What follows belongs to an exercise in optimizing a design on an open flow for small area; a production flow would make more cautious choices. Where RTL was checked, it was by simulation tests only, not by an equivalence proof against the original. The clock port is modelled as an ideal driver; clocking choices that lean on that would not hold on a real chip. Power and IR drop assume default switching activity.

Design icape2_responder, start of the top module:
module icape2_responder #(
    parameter logic [31:0] IDCODE   = 32'h0362D093,
    parameter int unsigned READ_LAT = 3
) (
    input  logic        i_clk,
    input  logic        i_reset,
    input  logic        i_csib,
    input  logic        i_rdwrb,
    input  logic [31:0] i_data,
    output logic [31:0] o_data,
    output logic        o_synced,
    output logic        o_iprog,
    output logic [31:0] o_wbstar,
    output logic        o_err
);
    localparam logic [31:0] c_SYNC        = 32'hAA995566;
    localparam logic [31:0] c_DUMMY       = 32'hFFFFFFFF;
    localparam logic [31:0] c_CMD_IPROG   = 32'h0000000F;
    localparam logic [31:0] c_CMD_DESYNC  = 32'h0000000D;
    localparam logic [4:0]  c_ADDR_CMD    = 5'h04;
    localparam logic [4:0]  c_ADDR_STAT   = 5'h07;
    localparam logic [4:0]  c_ADDR_IDCODE = 5'h0C;
    localparam logic [4:0]  c_ADDR_WBSTAR = 5'h10;
    localparam int N_SLOT = 29;
    localparam logic [2:0] S_UNSYNC = 3'd0;
    localparam logic [2:0] S_HDR    = 3'd1;
    localparam logic [2:0] S_WR     = 3'd2;
    localparam logic [2:0] S_RD0    = 3'd4;
    localparam logic [2:0] S_RD1    = 3'd5;
    localparam logic [2:0] S_RD2    = 3'd6;
    function automatic logic [31:0] f_swap(input logic [31:0] d);
        logic [31:0] s;
        for (int b = 0; b < 4; b++) begin
            for (int k = 0; k < 8; k++) begin
                s[8*b+k] = d[8*b+7-k];
            end
        end
        f_swap = s;
    endfunction
    logic [2:0]  r_state;
    logic [4:0]  r_addr;
    logic [26:0] r_count;
    logic        r_rdwrb_q;
    logic        r_have_t1;
    logic        r_rst_q;
    logic        r_pend;
    logic [4:0]  r_phase;
    logic [31:0] r_wbstar;
    logic [31:0] r_buf;
  ...
Size: roughly 2800 cells after synthesis, roughly 100 I/O pins, roughly 33000 sq um of cells after synthesis.
export LEC_CHECK = 0
export CAP_MARGIN = 20
export CORE_MARGIN = 2
export CORE_UTILIZATION = 60
export CTS_BUF_LIST = sky130_fd_sc_hd__clkbuf_2 sky130_fd_sc_hd__clkbuf_4
export CTS_CLUSTER_SIZE = 20
export SLEW_MARGIN = 20
create_clock -name core_clock -period 10.0 [get_ports {i_clk}]
run.sh (not shown) runs the stock make flow with config.mk's settings and CLKGATE_MAP_FILE= SYNTH_SCRIPT=/design/flow/synth_recipe.tcl, a recipe that flattens the netlist after the stock synthesis.
The first run passed the timing, DRC and antenna checks.
Then changed:
Settings changed: CORE_UTILIZATION 60 to 40, CTS_BUF_LIST sky130_fd_sc_hd__clkbuf_2 sky130_fd_sc_hd__clkbuf_4 to sky130_fd_sc_hd__clkbuf_4 sky130_fd_sc_hd__clkbuf_8, CTS_CLUSTER_SIZE 20 to 30.
The changed run ran to the end with no violations.
Power went up by about 5.6%.
Worst setup slack is worse by 300 ps.
First-iteration DRC count went down by 0.62%.
No run of this note included a check of the RTL's function; only the layout flow was run.

* * *

Another version of the RTL of icape2_responder (not shown whole).
Size: about 1100 flip-flops, about 100 I/O pins, ~31000 sq um of cells after synthesis.
clock: 10.0 ns
lec_check: 0
cap_margin: 10
core_margin: 2
core_utilization: 60
slew_margin: 10
synth_hierarchical: 1
synth_minimum_keep_size: 0
standard.sh (not shown) runs the stock make flow with config.mk's settings and CLKGATE_MAP_FILE= SYNTH_SCRIPT=/design/flow/synth_recipe.tcl, a recipe that flattens the netlist after the stock synthesis.
==> flow/flow/run.sh <==
#!/bin/bash
# Layout flow: the standard ORFS flow (standard.sh, which also runs the
# standard synthesis) with a lighter clock tree: no dummy loads, small
# clusters of clkbuf_4, clock buffers upsized afterwards only where a
# flip-flop clock pin's slew is above target (post_cts.tcl), and buf_2
# port buffers.
set -euo pipefail
here=$(pwd)
cts_args="-sink_clustering_enable -repair_clock_nets -dont_use_dummy_load"
cts_args+=" -buf_list sky130_fd_sc_hd__clkbuf_4"
cts_args+=" -sink_clustering_size 10 -sink_clustering_max_diameter 50"
bash standard.sh \
  "CTS_ARGS=$cts_args" \
  "POST_CTS_TCL=$here/flow/post_cts.tcl" \
  "BUFFER_PORTS_ARGS=-buffer_cell sky130_fd_sc_hd__buf_2" \
  finish > "$here/orfs_flow.log" 2>&1
==> flow/flow/post_cts.tcl <==
# Upsize clock buffers whose flip-flop clock pins see a slew above the
# target, then legalise the placement again.
set clk_slew_target 0.100
set clk_sizes {sky130_fd_sc_hd__clkbuf_1 sky130_fd_sc_hd__clkbuf_2 sky130_fd_sc_hd__clkbuf_4 sky130_fd_sc_hd__clkbuf_8 sky130_fd_sc_hd__clkbuf_16}
estimate_parasitics -placement
for {set iter 0} {$iter < 6} {incr iter} {
  set bad [dict create]
  set worst 0
  foreach p [get_pins -hierarchical */CLK] {
    set s [expr max([get_property $p slew_max_rise], [get_property $p slew_max_fall])]
    if {$s > $worst} { set worst $s }
    if {$s > $clk_slew_target} {
      set net [get_nets -of_objects $p]
      foreach d [get_pins -of_objects $net -filter "direction==output"] {
        dict set bad [get_full_name [get_cells -of_objects $d]] 1
      }
    }
  }
  puts "post_cts: pass $iter worst clock pin slew $worst, [dict size $bad] drivers to upsize"
  if {[dict size $bad] == 0} { break }
  set changed 0
  foreach name [dict keys $bad] {
    set inst [get_cells $name]
    set ref [get_property $inst ref_name]
    set i [lsearch $clk_sizes $ref]
    if {$i >= 0 && $i < [llength $clk_sizes] - 1} {
      replace_cell $inst [lindex $clk_sizes [expr $i + 1]]
      incr changed
    }
  }
  if {$changed == 0} { break }
  estimate_parasitics -placement
}
detailed_placement
check_placement -verbose
Rerun with:
==> flow/flow/run.sh (replaced) <==
#!/bin/bash
# Layout flow: the standard ORFS flow (standard.sh, which also runs the
# standard synthesis script) with
#  - ABC's final mapping run with more area recovery and without its
#    buffering and upsizing passes (abc.script replaces abc_speed.script in
#    a copy of the ORFS scripts folder); the registers are mapped before
#    ABC runs, so they are the standard synthesis's;
#  - a lighter clock tree: no dummy loads, small clusters of clkbuf_4, and
#    clock buffers upsized afterwards only where a flip-flop clock pin's
#    slew is above target (post_cts.tcl);
#  - buf_2 port buffers.
set -euo pipefail
here=$(pwd)
rm -rf "$here/orfs_scripts"
cp -r "$FLOW_HOME/scripts" "$here/orfs_scripts"
cp "$here/flow/abc.script" "$here/orfs_scripts/abc_speed.script"
cts_args="-sink_clustering_enable -repair_clock_nets -dont_use_dummy_load"
cts_args+=" -buf_list sky130_fd_sc_hd__clkbuf_4"
cts_args+=" -sink_clustering_size 10 -sink_clustering_max_diameter 50"
bash standard.sh \
  "SCRIPTS_DIR=$here/orfs_scripts" \
  "CTS_ARGS=$cts_args" \
  "POST_CTS_TCL=$here/flow/post_cts.tcl" \
  "BUFFER_PORTS_ARGS=-buffer_cell sky130_fd_sc_hd__buf_2" \
  finish > "$here/orfs_flow.log" 2>&1
==> flow/flow/abc.script (new file) <==
&get -n
&st
&dch
&nf
&st
&syn2
&if -g -K 6
&synch2
&nf
&st
&syn2
&if -g -K 6
&synch2
&nf
&st
&syn2
&if -g -K 6
&synch2
&nf
&st
&syn2
&if -g -K 6
&synch2
&nf
&st
&syn2
&if -g -K 6
&synch2
&nf -R 1000
&put
topo
stime -c
dnsize -c
--- a/flow/flow/post_cts.tcl
+++ b/flow/flow/post_cts.tcl
@@ -2,3 +2,3 @@
 # target, then legalise the placement again.
-set clk_slew_target 0.100
+set clk_slew_target 0.105
 set clk_sizes {sky130_fd_sc_hd__clkbuf_1 sky130_fd_sc_hd__clkbuf_2 sky130_fd_sc_hd__clkbuf_4 sky130_fd_sc_hd__clkbuf_8 sky130_fd_sc_hd__clkbuf_16}
--- a/flow/config.mk
+++ b/flow/config.mk
@@ -7,6 +7,6 @@
 export LEC_CHECK = 0
-export CAP_MARGIN = 10
+export CAP_MARGIN = 20
 export CORE_MARGIN = 2
-export CORE_UTILIZATION = 60
-export SLEW_MARGIN = 10
+export CORE_UTILIZATION = 40
+export SLEW_MARGIN = 20
 export SYNTH_HIERARCHICAL = 1
Outcome:
- wire length decreases by 0.85%
- maximum frequency falls by 0.89%
- power goes down by 2.6%
- global-route usage goes down by 11 points
- worst hold slack stays flat
- core utilization fell by 20 points
- die area climbs by 42%
- flip-flop and latch count stays the same
- register-to-register slack loses 0.25 ns
- critical path depth is unchanged
- area after synthesis goes down by 4.9%
Rerun with:
==> flow/flow/run.sh (replaced) <==
#!/bin/bash
# Layout flow: the standard ORFS flow (standard.sh, which also runs the
# standard synthesis) with a lighter clock tree: no dummy loads, small
# clusters of clkbuf_4, clock buffers upsized afterwards only where a
# flip-flop clock pin's slew is above target (post_cts.tcl), and buf_2
# port buffers.
set -euo pipefail
here=$(pwd)
cts_args="-sink_clustering_enable -repair_clock_nets -dont_use_dummy_load"
cts_args+=" -buf_list sky130_fd_sc_hd__clkbuf_4"
cts_args+=" -sink_clustering_size 10 -sink_clustering_max_diameter 50"
bash standard.sh \
  "CTS_ARGS=$cts_args" \
  "POST_CTS_TCL=$here/flow/post_cts.tcl" \
  "BUFFER_PORTS_ARGS=-buffer_cell sky130_fd_sc_hd__buf_2" \
  finish > "$here/orfs_flow.log" 2>&1
--- a/flow/flow/post_cts.tcl
+++ b/flow/flow/post_cts.tcl
@@ -2,3 +2,3 @@
 # target, then legalise the placement again.
-set clk_slew_target 0.105
+set clk_slew_target 0.100
 set clk_sizes {sky130_fd_sc_hd__clkbuf_1 sky130_fd_sc_hd__clkbuf_2 sky130_fd_sc_hd__clkbuf_4 sky130_fd_sc_hd__clkbuf_8 sky130_fd_sc_hd__clkbuf_16}
removed: flow/flow/abc.script
=>
- worst setup slack gets worse by 0.0049 ns
- via count came out higher by 2.2%
- maximum frequency stays flat
- clock power increases by about 15%
- final area is higher by 3.4%
- clock-buffer cell count climbs by 1
- global-route usage stays flat
- power rises by about 4%
- sequential share of layout area went down by 2.2 points

* * *

## run 1
Another version of the RTL of icape2_responder (not shown whole).
For scale: about 2200 cells after synthesis, roughly 1100 flip-flops, about 0.029 mm² of cells after synthesis.
clock: 10.0 ns
lec_check: 0
cap_margin: 20
core_margin: 2
core_utilization: 65
place_density: 0.75
slew_margin: 20
synth_hierarchical: 1
synth_minimum_keep_size: 0
==> flow/flow/run.sh <==
#!/bin/bash
# Layout flow: the standard ORFS flow (standard.sh, which also runs the
# standard synthesis script) with
#  - ABC's final mapping run with more area recovery and without its
#    buffering and upsizing passes (abc.script replaces abc_speed.script in
#    a copy of the ORFS scripts folder); the registers are mapped before
#    ABC runs, so they are the standard synthesis's;
#  - a lighter clock tree: no dummy loads, small clusters of clkbuf_4, and
#    clock buffers upsized afterwards only where a flip-flop clock pin's
#    slew is above target (post_cts.tcl);
#  - buf_2 port buffers.
set -euo pipefail
here=$(pwd)
rm -rf "$here/orfs_scripts"
cp -r "$FLOW_HOME/scripts" "$here/orfs_scripts"
cp "$here/flow/abc.script" "$here/orfs_scripts/abc_speed.script"
cts_args="-sink_clustering_enable -repair_clock_nets -dont_use_dummy_load"
cts_args+=" -buf_list sky130_fd_sc_hd__clkbuf_4"
cts_args+=" -sink_clustering_size 10 -sink_clustering_max_diameter 50"
bash standard.sh \
  "SCRIPTS_DIR=$here/orfs_scripts" \
  "CTS_ARGS=$cts_args" \
  "POST_CTS_TCL=$here/flow/post_cts.tcl" \
  "BUFFER_PORTS_ARGS=-buffer_cell sky130_fd_sc_hd__buf_1" \
  finish > "$here/orfs_flow.log" 2>&1
==> flow/flow/post_cts.tcl <==
# Upsize clock buffers whose flip-flop clock pins see a slew above the
# target, then legalise the placement again.
set clk_slew_target 0.103
set clk_sizes {sky130_fd_sc_hd__clkbuf_1 sky130_fd_sc_hd__clkbuf_2 sky130_fd_sc_hd__clkbuf_4 sky130_fd_sc_hd__clkbuf_8 sky130_fd_sc_hd__clkbuf_16}
estimate_parasitics -placement
for {set iter 0} {$iter < 6} {incr iter} {
  set bad [dict create]
  set worst 0
  foreach p [get_pins -hierarchical */CLK] {
    set s [expr max([get_property $p slew_max_rise], [get_property $p slew_max_fall])]
    if {$s > $worst} { set worst $s }
    if {$s > $clk_slew_target} {
      set net [get_nets -of_objects $p]
      foreach d [get_pins -of_objects $net -filter "direction==output"] {
        dict set bad [get_full_name [get_cells -of_objects $d]] 1
      }
    }
  }
  puts "post_cts: pass $iter worst clock pin slew $worst, [dict size $bad] drivers to upsize"
  if {[dict size $bad] == 0} { break }
  set changed 0
  foreach name [dict keys $bad] {
    set inst [get_cells $name]
    set ref [get_property $inst ref_name]
    set i [lsearch $clk_sizes $ref]
    if {$i >= 0 && $i < [llength $clk_sizes] - 1} {
      replace_cell $inst [lindex $clk_sizes [expr $i + 1]]
      incr changed
    }
  }
  if {$changed == 0} { break }
  estimate_parasitics -placement
}
detailed_placement
check_placement -verbose
Other scripts of this flow, unchanged in this note and not shown: flow/flow/abc.script
Run 1 completed end to end with timing, DRC and antenna clean.
Relative to run 1, the following input files were edited for run 2:
-- flow/flow/run.sh --
<<< run 1, line 23
  "POST_CTS_TCL=$here/flow/post_cts.tcl" \
  "BUFFER_PORTS_ARGS=-buffer_cell sky130_fd_sc_hd__buf_1" \
>>> run 2, line 23
  "POST_CTS_TCL=$here/flow/post_cts.tcl" \
  "RECOVER_POWER=100" \
  "BUFFER_PORTS_ARGS=-buffer_cell sky130_fd_sc_hd__buf_1" \
Findings:
STATUS run=run 2 STAGES=ALL_DONE FINAL_CHECKS=FAILED CAUSE=capacitance limit, slew limit
Going from run 1 to run 2, the met1 routed wirelength after detailed routing was found to have gone down by about 0.8%.
Total non-filler cell area in the finished layout down 180 µm² in run 2 wrt run 1
The maximum vdd drop of run 1 and that of run 2 are within noise of each other.
Delta (run 2 minus run 1): cell count roughly the same, arrival time reported for the critical path endpoint higher.
On fraction of power consumed by sequential logic, run 2 and run 1 are basically level.
[inputs] run 3 vs run 2
- a change of CAP_MARGIN from 20 to 5
- a change of SLEW_MARGIN from 20 to 5
- a change of PLACE_DENSITY from 0.75 to 0.85
- a change of CORE_UTILIZATION from 65 to 75
-- flow/flow/run.sh --
<<< run 2, line 23
  "POST_CTS_TCL=$here/flow/post_cts.tcl" \
  "RECOVER_POWER=100" \
  "BUFFER_PORTS_ARGS=-buffer_cell sky130_fd_sc_hd__buf_1" \
  finish > "$here/orfs_flow.log" 2>&1
>>> run 3, line 23
  "POST_CTS_TCL=$here/flow/post_cts.tcl" \
  "BUFFER_PORTS_ARGS=-buffer_cell sky130_fd_sc_hd__buf_2" \
  finish > "$here/orfs_flow.log" 2>&1
-- flow/flow/post_cts.tcl --
<<< run 2, line 2
# target, then legalise the placement again.
set clk_slew_target 0.103
set clk_sizes {sky130_fd_sc_hd__clkbuf_1 sky130_fd_sc_hd__clkbuf_2 sky130_fd_sc_hd__clkbuf_4 sky130_fd_sc_hd__clkbuf_8 sky130_fd_sc_hd__clkbuf_16}
>>> run 3, line 2
# target, then legalise the placement again.
set clk_slew_target 0.100
set clk_sizes {sky130_fd_sc_hd__clkbuf_1 sky130_fd_sc_hd__clkbuf_2 sky130_fd_sc_hd__clkbuf_4 sky130_fd_sc_hd__clkbuf_8 sky130_fd_sc_hd__clkbuf_16}
## What came out
Run 3 reached the final stage; the timing, DRC and antenna checks on its layout passed. Run 3 against run 2: cell area now sits higher, total nets after synthesis held steady, number of tap cells added at floorplan down about 13%, cell count after placement decreased about 2.6%.

* * *

Setup of JK:
icape2_responder again, from the RTL that the note above started with.
Settings: LEC_CHECK=0, CAP_MARGIN=20, CORE_MARGIN=2, CORE_UTILIZATION=65, PLACE_DENSITY=0.75, SLEW_MARGIN=20, SYNTH_HIERARCHICAL=1, SYNTH_MINIMUM_KEEP_SIZE=0; clock period 10.0 ns.
==> flow/flow/run.sh <==
#!/bin/bash
# Layout flow: the standard ORFS flow (standard.sh, which also runs the
# standard synthesis script) with
#  - ABC's final mapping run with more area recovery and without its
#    buffering and upsizing passes (abc.script replaces abc_speed.script in
#    a copy of the ORFS scripts folder); the registers are mapped before
#    ABC runs, so they are the standard synthesis's;
#  - a lighter clock tree: no dummy loads, small clusters of clkbuf_4, and
#    clock buffers upsized afterwards only where a flip-flop clock pin's
#    slew is above target (post_cts.tcl);
#  - buf_1 port buffers.
set -euo pipefail
here=$(pwd)
rm -rf "$here/orfs_scripts"
cp -r "$FLOW_HOME/scripts" "$here/orfs_scripts"
cp "$here/flow/abc.script" "$here/orfs_scripts/abc_speed.script"
cts_args="-sink_clustering_enable -repair_clock_nets -dont_use_dummy_load"
cts_args+=" -buf_list sky130_fd_sc_hd__clkbuf_4"
cts_args+=" -sink_clustering_size 10 -sink_clustering_max_diameter 50"
bash standard.sh \
  "SCRIPTS_DIR=$here/orfs_scripts" \
  "CTS_ARGS=$cts_args" \
  "POST_CTS_TCL=$here/flow/post_cts.tcl" \
  "BUFFER_PORTS_ARGS=-buffer_cell sky130_fd_sc_hd__buf_1" \
  finish > "$here/orfs_flow.log" 2>&1
==> flow/flow/post_cts.tcl <==
# Upsize clock buffers whose flip-flop clock pins see a slew above the
# target, then legalise the placement again.
set clk_slew_target 0.103
set clk_sizes {sky130_fd_sc_hd__clkbuf_1 sky130_fd_sc_hd__clkbuf_2 sky130_fd_sc_hd__clkbuf_4 sky130_fd_sc_hd__clkbuf_8 sky130_fd_sc_hd__clkbuf_16}
estimate_parasitics -placement
for {set iter 0} {$iter < 6} {incr iter} {
  set bad [dict create]
  set worst 0
  foreach p [get_pins -hierarchical */CLK] {
    set s [expr max([get_property $p slew_max_rise], [get_property $p slew_max_fall])]
    if {$s > $worst} { set worst $s }
    if {$s > $clk_slew_target} {
      set net [get_nets -of_objects $p]
      foreach d [get_pins -of_objects $net -filter "direction==output"] {
        dict set bad [get_full_name [get_cells -of_objects $d]] 1
      }
    }
  }
  puts "post_cts: pass $iter worst clock pin slew $worst, [dict size $bad] drivers to upsize"
  if {[dict size $bad] == 0} { break }
  set changed 0
  foreach name [dict keys $bad] {
    set inst [get_cells $name]
    set ref [get_property $inst ref_name]
    set i [lsearch $clk_sizes $ref]
    if {$i >= 0 && $i < [llength $clk_sizes] - 1} {
      replace_cell $inst [lindex $clk_sizes [expr $i + 1]]
      incr changed
    }
  }
  if {$changed == 0} { break }
  estimate_parasitics -placement
}
detailed_placement
check_placement -verbose
Other scripts of this flow, unchanged in this note and not shown: flow/flow/abc.script
Input-level comparison between MS and JK:
-- flow/flow/run.sh --
<<< JK, line 11
#  - buf_1 port buffers.
>>> MS, line 11
#  - buf_2 port buffers.
<<< JK, line 24
  "BUFFER_PORTS_ARGS=-buffer_cell sky130_fd_sc_hd__buf_1" \
>>> MS, line 24
  "BUFFER_PORTS_ARGS=-buffer_cell sky130_fd_sc_hd__buf_2" \
## What came out
MS improves on JK in highest achievable clock rate.
JK -> MS: number of nets with antenna violations after routing delta 0, exact match
Re sequential share of layout area: MS is 0.19 points down on JK.
The hold slack was comparable across JK and MS.
The run showing the greater final worst-path cycle share is JK.
diff inputs: MS => AL
- CORE_UTILIZATION changed from 65 to 40
- PLACE_DENSITY removed (was 0.75)
-- flow/flow/run.sh --
<<< MS, line 24
  "BUFFER_PORTS_ARGS=-buffer_cell sky130_fd_sc_hd__buf_2" \
>>> AL, line 24
  "BUFFER_PORTS_ARGS=-buffer_cell sky130_fd_sc_hd__buf_1" \
-- flow/flow/post_cts.tcl --
<<< MS, line 3
set clk_slew_target 0.103
>>> AL, line 3
set clk_slew_target 0.105
## What came out
- Summary — highest clock frequency the design can meet, AL relative to MS: lower, by 4.6 MHz.
- Area of the core for AL: 0.028 mm² up relative to MS
- Compared AL against MS; part of the total power dissipated in combinational logic within noise.
- The first-pass GRT wire length of AL is higher than that of MS.
- Final cell count without fillers was lower in MS than in AL.
- On clock transition time at the flip-flop clock pins of the worst setup and hold paths, MS tracks AL almost exactly.
The inputs of TR differ from those of AL as listed below.
- swapping 40 for 65 in CORE_UTILIZATION
- putting PLACE_DENSITY at 0.75 where nothing was set
- swapping 20 for 5 in CAP_MARGIN
- swapping 20 for 5 in SLEW_MARGIN
-- flow/flow/run.sh --
<<< AL, line 24
  "BUFFER_PORTS_ARGS=-buffer_cell sky130_fd_sc_hd__buf_1" \
>>> TR, line 24
  "BUFFER_PORTS_ARGS=-buffer_cell sky130_fd_sc_hd__buf_2" \
-- flow/flow/post_cts.tcl --
<<< AL, line 3
set clk_slew_target 0.105
>>> TR, line 3
set clk_slew_target 0.100
Results
No run among AL and TR stopped early or left any final violation; all are clean.
Critical-path cell with the highest stage delay = ha_1: TR; critical-path cell with the highest stage delay = buf_1: AL
Diff AL -> TR: number of sequential cells stayed essentially flat, met1 capacity usage during global routing now larger, number of ordinary and repair buffers in the finished layout decreased 5.8%.
The following lists how PW was set up differently from TR:
- a change of CORE_UTILIZATION from 65 to 40
- a change of SLEW_MARGIN from 5 to 20
- a change of CAP_MARGIN from 5 to 20
- a deleted PLACE_DENSITY that had been 0.75
-- flow/flow/post_cts.tcl --
<<< TR, line 3
set clk_slew_target 0.100
>>> PW, line 3
set clk_slew_target 0.105
[summary]
Per the final summary, TR finished and its layout is clean on timing, DRC and antenna.
PW did not stop at any stage, and its layout met the timing, DRC and antenna checks.
Changes observed in PW relative to TR: length of routed met2 wiring now sits higher, maximum frequency decreased by about 1.6% relative to the old numbers, minimum setup slack in the final design dropped 0.11 ns.
Changes observed in PW relative to TR: end-of-flow core utilization now sits lower; met1 track utilization from global routing went down by 19 points; routed length on met3 has decreased; final weighted congestion of routability-driven global placement lost 7.3%.

==> afterwards: timing with drivers on the ports <==
In the flow no input, the clock included, has a driving cell. The finished layouts below were timed again as built, in two steps. Step 1 sets driving cells, clkbuf_16 on the clock port and buf_2 on the other inputs (assumed; they add their load-dependent delay and slew). Step 2 moves the port delays by t, midway between the first and last clock arrival at a register: inputs arrive t later, outputs are due t later. That takes back most of the time a late clock gives input paths. Three values: ideal, step 1, step 2; two values: the first two.
run | shift t [ns] | setup WS [ns] | latest minus earliest clock arrival (ns) | worst register clock-pin slew, ns
the first run of note 1 | 1.134 | 3.116 / 3.143 / 2.010 | 0.067 / 0.067 | 0.08 / 0.08
the second run of note 1 | 0.871 | 2.818 / 2.856 / 1.984 | 0.045 / 0.045 | 0.07 / 0.07
the first run of note 2 | 0.970 | 3.440 / 3.477 / 2.507 | 0.156 / 0.156 | 0.11 / 0.11
the second run of note 2 | 0.961 | 3.381 / 3.422 / 2.461 | 0.168 / 0.168 | 0.11 / 0.11
the third run of note 2 | 0.979 | 3.376 / 3.403 / 2.424 | 0.200 / 0.200 | 0.11 / 0.11
run 1 | 0.951 | 3.176 / 3.211 / 2.260 | 0.109 / 0.108 | 0.11 / 0.11
run 2 | 0.938 | 1.340 / 1.374 / 0.436 | 0.103 / 0.103 | 0.11 / 0.11
run 3 | 0.926 | 3.268 / 3.301 / 2.375 | 0.111 / 0.111 | 0.11 / 0.11
JK | 0.951 | 3.176 / 3.211 / 2.260 | 0.109 / 0.108 | 0.11 / 0.11
MS | 0.942 | 3.372 / 3.406 / 2.464 | 0.103 / 0.102 | 0.11 / 0.11
AL | 0.954 | 3.162 / 3.136 / 2.183 | 0.178 / 0.177 | 0.11 / 0.11
TR | 0.961 | 3.391 / 3.426 / 2.465 | 0.106 / 0.106 | 0.11 / 0.11
PW | 0.947 | 3.283 / 3.249 / 2.302 | 0.164 / 0.164 | 0.11 / 0.11
The setup slack of the first run of note 1, which loses most, moves by +0.027 ns with the drivers and by -1.106 ns with both steps.
